Context: an optimization exercise on an open-source flow, tuned for small area, a short achievable clock period and few clock cycles per item. The choices shown serve that exercise and are no tape-out recipe. Function was checked by simulation only, so behaviour that the tests miss may differ from the original. Power is estimated from default activity; no workload was simulated.

==> inputs of run a <==
Design fetch_prefetch_buffer, start of the top module:
module fetch_prefetch_buffer (
   input  logic        clock,
   input  logic        reset,
   input  logic        redirect,
   input  logic [63:0] redirect_pc,
   output logic        mem_req,
   output logic [63:0] mem_addr,
   input  logic        mem_gnt,
   input  logic        mem_resp_valid,
   input  logic [63:0] mem_resp_data,
   input  logic        mem_resp_error,
   output logic        out_valid,
   input  logic        out_ready,
   output logic [63:0] out_pc,
   output logic [7:0]  out_ibyte,
   output logic [71:0] out_ibytes,
   output logic [3:0]  out_len,
   output logic        out_imem_error
);
==> module fetch_prefetch_buffer, before the edit <==
module fetch_prefetch_buffer (
   input  logic        clock,
   input  logic        reset,
   input  logic        redirect,
   input  logic [63:0] redirect_pc,
   output logic        mem_req,
   output logic [63:0] mem_addr,
   input  logic        mem_gnt,
   input  logic        mem_resp_valid,
   input  logic [63:0] mem_resp_data,
   input  logic        mem_resp_error,
   output logic        out_valid,
   input  logic        out_ready,
   output logic [63:0] out_pc,
   output logic [7:0]  out_ibyte,
   output logic [71:0] out_ibytes,
   output logic [3:0]  out_len,
   output logic        out_imem_error
);
   logic [60:0] line_q;            
   logic [2:0]  off_q;             
   logic [60:0] fl_q;              
   logic [63:0] s0_q, s1_q, s2_q;  
   logic [2:0]  g_q;               
   logic        f_q;               
   logic        pend_q;            
   logic        stale_q;           
   logic        halted_q;
   logic [135:0] win;
   logic [79:0]  ibytes;
   logic [3:0]   icode;
   logic         l2, l9, l10, last;
   logic         need1, need2, fr1, fr2, fr0;
   logic         normal_valid, xfer, c1, c2, resp, append, free, req, grant, room;
   logic [2:0]   gs;
   logic         we0, we1, we2;
   logic [2:0]   off_n;
   logic [60:0]  fl_inc;
   always_comb begin
      win    = {s2_q[7:0], s1_q, s0_q};
      ibytes = win[8*off_q +: 80];
      icode  = ibytes[7:4];
      l2     = icode == 4'h2 || icode == 4'h6 || icode == 4'hA || icode == 4'hB;
      l9     = icode == 4'h7 || icode == 4'h8;
      l10    = icode == 4'h3 || icode == 4'h4 || icode == 4'h5;
      last   = off_q == 3'd7;
      need2  = l10 && last;
      need1  = l9 || l10 || (l2 && last);
      normal_valid = need2 ? g_q[2] : (need1 ? g_q[1] : g_q[0]);
      xfer   = normal_valid && out_ready && !redirect;
      fr2    = (l9 && last) || (l10 && off_q[2] && off_q[1]);
      fr1    = !fr2 && ((l9 || l10) || (l2 && off_q[2] && off_q[1]) || last);
      fr0    = !fr2 && !fr1;
      c1     = xfer && fr1;
      c2     = xfer && fr2;
      gs     = c2 ? {2'b00, g_q[2]} : (c1 ? {1'b0, g_q[2:1]} : g_q);
      off_n  = off_q + ((l2 || l10) ? 3'd2 : 3'd1);
      resp   = pend_q && mem_resp_valid;
      append = resp && !stale_q;
      free   = !pend_q || mem_resp_valid;
      room   = (pend_q && !stale_q) ? !g_q[1] : !g_q[2];
      if (redirect) req = free;
      else          req = free && !f_q && !halted_q && !(append && mem_resp_error) && (room || c1 || c2);
      grant  = req && mem_gnt;
      fl_inc = (redirect ? redirect_pc[63:3] : fl_q) + 61'd1;
      we0    = append && !gs[0];
      we1    = append && gs[0] && !gs[1];
      we2    = append && gs[1];
   end
   always_comb begin
      mem_req        = req && !reset;
      mem_addr       = redirect ? {redirect_pc[63:3], 3'b000} : {fl_q, 3'b000};
      out_valid      = !reset && (normal_valid || f_q);
      out_pc         = {line_q, off_q};
      out_ibyte      = ibytes[7:0];
      out_ibytes     = ibytes[79:8];
      out_len        = normal_valid ? (l10 ? 4'd10 : l9 ? 4'd9 : l2 ? 4'd2 : 4'd1) : 4'd1;
      out_imem_error = !normal_valid && f_q;
   end
   always_ff @(posedge clock) begin
      if (we0)     s0_q <= mem_resp_data;
      else if (c1) s0_q <= s1_q;
      else if (c2) s0_q <= s2_q;
      if (we1)     s1_q <= mem_resp_data;
      else if (c1) s1_q <= s2_q;
      if (we2)     s2_q <= mem_resp_data;
   end
   always_ff @(posedge clock) begin
      if (reset) begin
         line_q   <= '0;
         off_q    <= '0;
         fl_q     <= '0;
         g_q      <= '0;
         f_q      <= 1'b0;
         pend_q   <= 1'b0;
         stale_q  <= 1'b0;
         halted_q <= 1'b0;
      end else if (redirect) begin
         line_q   <= redirect_pc[63:3];
         off_q    <= redirect_pc[2:0];
         fl_q     <= grant ? fl_inc : redirect_pc[63:3];
         g_q      <= '0;
         f_q      <= 1'b0;
         pend_q   <= grant || (pend_q && !mem_resp_valid);
         stale_q  <= pend_q && !mem_resp_valid;
         halted_q <= 1'b0;
      end else begin
         if (xfer) begin
            line_q <= line_q + {59'd0, fr2, fr1};
            off_q  <= off_n;
         end
         if (grant) fl_q <= fl_inc;
         g_q      <= (append && !mem_resp_error) ? {gs[1:0], 1'b1} : gs;
         f_q      <= f_q || (append && mem_resp_error);
         pend_q   <= grant || (pend_q && !mem_resp_valid);
         stale_q  <= stale_q && !resp;
         halted_q <= halted_q || (xfer && icode == 4'h0);
      end
   end
endmodule
export LEC_CHECK = 0
export CAP_MARGIN = 20
export CORE_MARGIN = 2
export CORE_UTILIZATION = 25
export SETUP_SLACK_MARGIN = 3
export SLEW_MARGIN = 20
create_clock -name core_clock -period 7.0 [get_ports {clock}]
run.sh (not shown) runs the stock make flow with config.mk's settings and CLKGATE_MAP_FILE= SYNTH_SCRIPT=/design/flow/synth_recipe.tcl, a recipe that flattens the netlist after the stock synthesis.
==> run b (differences from run a) <==
==> flow/design.v (replaced) <==
module fetch_prefetch_buffer (
   input  logic        clock,
   input  logic        reset,
   input  logic        redirect,
   input  logic [63:0] redirect_pc,
   output logic        mem_req,
   output logic [63:0] mem_addr,
   input  logic        mem_gnt,
   input  logic        mem_resp_valid,
   input  logic [63:0] mem_resp_data,
   input  logic        mem_resp_error,
   output logic        out_valid,
   input  logic        out_ready,
   output logic [63:0] out_pc,
   output logic [7:0]  out_ibyte,
   output logic [71:0] out_ibytes,
   output logic [3:0]  out_len,
   output logic        out_imem_error
);
   logic [63:0] pc_q;             
   logic [60:0] fl_q;             
   logic [63:0] s0_q, s1_q, s2_q;  
   logic [1:0]  nv_q;             
   logic        err_q;            
   logic        pend_q;           
   logic        stale_q;          
   logic        halted_q;
   logic [2:0]   off;
   logic [135:0] win;
   logic [79:0]  ibytes;
   logic [3:0]   len;
   logic [4:0]   endp;
   logic [1:0]   need;
   logic [1:0]   nv_ok;
   logic         normal_valid, fault_valid, xfer, resp, append, free, req, grant;
   logic [1:0]   used;
   logic [4:0]   offlen;
   logic [1:0]   cons;
   logic [1:0]   wpos;
   function automatic logic [3:0] decode_len(input logic [3:0] icode);
      case (icode)
         4'h2, 4'h6, 4'hA, 4'hB: decode_len = 4'd2;
         4'h7, 4'h8:             decode_len = 4'd9;
         4'h3, 4'h4, 4'h5:       decode_len = 4'd10;
         default:                decode_len = 4'd1;
      endcase
   endfunction
   always_comb begin
      off    = pc_q[2:0];
      win    = {s2_q[7:0], s1_q, s0_q};
      ibytes = win[8*off +: 80];
      len    = decode_len(ibytes[7:4]);
      endp   = {2'b00, off} + {1'b0, len} - 5'd1;
      need   = endp[4:3];
      nv_ok  = nv_q - {1'b0, err_q};
      normal_valid = nv_ok > need;
      fault_valid  = err_q && !normal_valid;
      xfer   = normal_valid && out_ready && !redirect;
      offlen = {2'b00, off} + {1'b0, len};
      cons   = xfer ? offlen[4:3] : 2'd0;
      resp   = pend_q && mem_resp_valid;
      append = resp && !stale_q;
      free   = !pend_q || mem_resp_valid;
      used   = nv_q - cons + {1'b0, pend_q && !stale_q};
      if (redirect) req = free;
      else          req = free && !err_q && !halted_q && !(append && mem_resp_error) && used != 2'd3;
      grant  = req && mem_gnt;
      wpos   = nv_q - cons;
   end
   always_comb begin
      mem_req        = req && !reset;
      mem_addr       = redirect ? {redirect_pc[63:3], 3'b000} : {fl_q, 3'b000};
      out_valid      = !reset && (nv_q != 2'd0) && (normal_valid || fault_valid);
      out_pc         = pc_q;
      out_ibyte      = ibytes[7:0];
      out_ibytes     = ibytes[79:8];
      out_len        = fault_valid ? 4'd1 : len;
      out_imem_error = fault_valid;
   end
   always_ff @(posedge clock) begin
      case (cons)
         2'd0: begin end
         2'd1: begin s0_q <= s1_q; s1_q <= s2_q; end
         default: s0_q <= s2_q;
      endcase
      if (append) begin
         case (wpos)
            2'd0:    s0_q <= mem_resp_data;
            2'd1:    s1_q <= mem_resp_data;
            default: s2_q <= mem_resp_data;
         endcase
      end
   end
   always_ff @(posedge clock) begin
      if (reset) begin
         pc_q     <= '0;
         fl_q     <= '0;
         nv_q     <= '0;
         err_q    <= 1'b0;
         pend_q   <= 1'b0;
         stale_q  <= 1'b0;
         halted_q <= 1'b0;
      end else if (redirect) begin
         pc_q     <= redirect_pc;
         fl_q     <= redirect_pc[63:3] + {60'd0, grant};
         nv_q     <= '0;
         err_q    <= 1'b0;
         pend_q   <= grant || (pend_q && !mem_resp_valid);
         stale_q  <= pend_q && !mem_resp_valid;
         halted_q <= 1'b0;
      end else begin
         if (xfer) pc_q <= pc_q + {60'd0, len};
         if (grant) fl_q <= fl_q + 61'd1;
         nv_q     <= wpos + {1'b0, append};
         err_q    <= err_q || (append && mem_resp_error);
         pend_q   <= grant || (pend_q && !mem_resp_valid);
         stale_q  <= stale_q && !resp;
         halted_q <= halted_q || (xfer && ibytes[7:4] == 4'h0);
      end
   end
endmodule
--- a/flow/config.mk
+++ b/flow/config.mk
@@ -10,3 +10,2 @@
 export CORE_UTILIZATION = 25
-export SETUP_SLACK_MARGIN = 3
 export SLEW_MARGIN = 20
==> run summary <==
Run a produced a clean layout. Run b completed, yet does not pass: negative setup slack.
Wire length: run a is larger than run b (4.9%).
In run b the worst hold slack is lower than in run a, by 0.030 ns.
Against run a, the count of clock-buffer cells in the layout of run b is higher by 7.
Clock power: run b is higher than run a (about 7%).
Against run b, the flip-flop and latch count of run a is higher by 1.
In run b the global-route usage is lower than in run a, by 0.18 points.
Sequential share of layout area: run b is lower than run a (2.4 points).
Testbench counts of run a, summed over its fixed seeds: cycles 27,317, items 12,000.
Testbench counts of run b, summed over its fixed seeds: cycles 27,317, items 12,000.

-- separate check: timing with driven ports --
Ports are ideal in the flow. The routed layouts listed here were re-timed in OpenROAD.
Step 1, drivers: a clkbuf_16 drives clock and a buf_2 each remaining input, both assumed.
Step 2 adds t to the input delays and takes it off the output delays; t is the mean of the earliest and latest rising clock arrival at the registers after step 1. Input paths then give back, and output paths get back, about the clock's delay inside the block.
Three values: no drivers, after step 1, after step 2; two values: the first two.
run | t (ns) | slack for setup (ns) | worst register clock-pin slew, ns | pins driven straight from the clock port
run a | 0.626 | 2.145 / 2.087 / 2.394 | 0.07 / 0.07 | 1
run b | 0.628 | -0.252 / -0.307 / -0.118 | 0.07 / 0.07 | 1
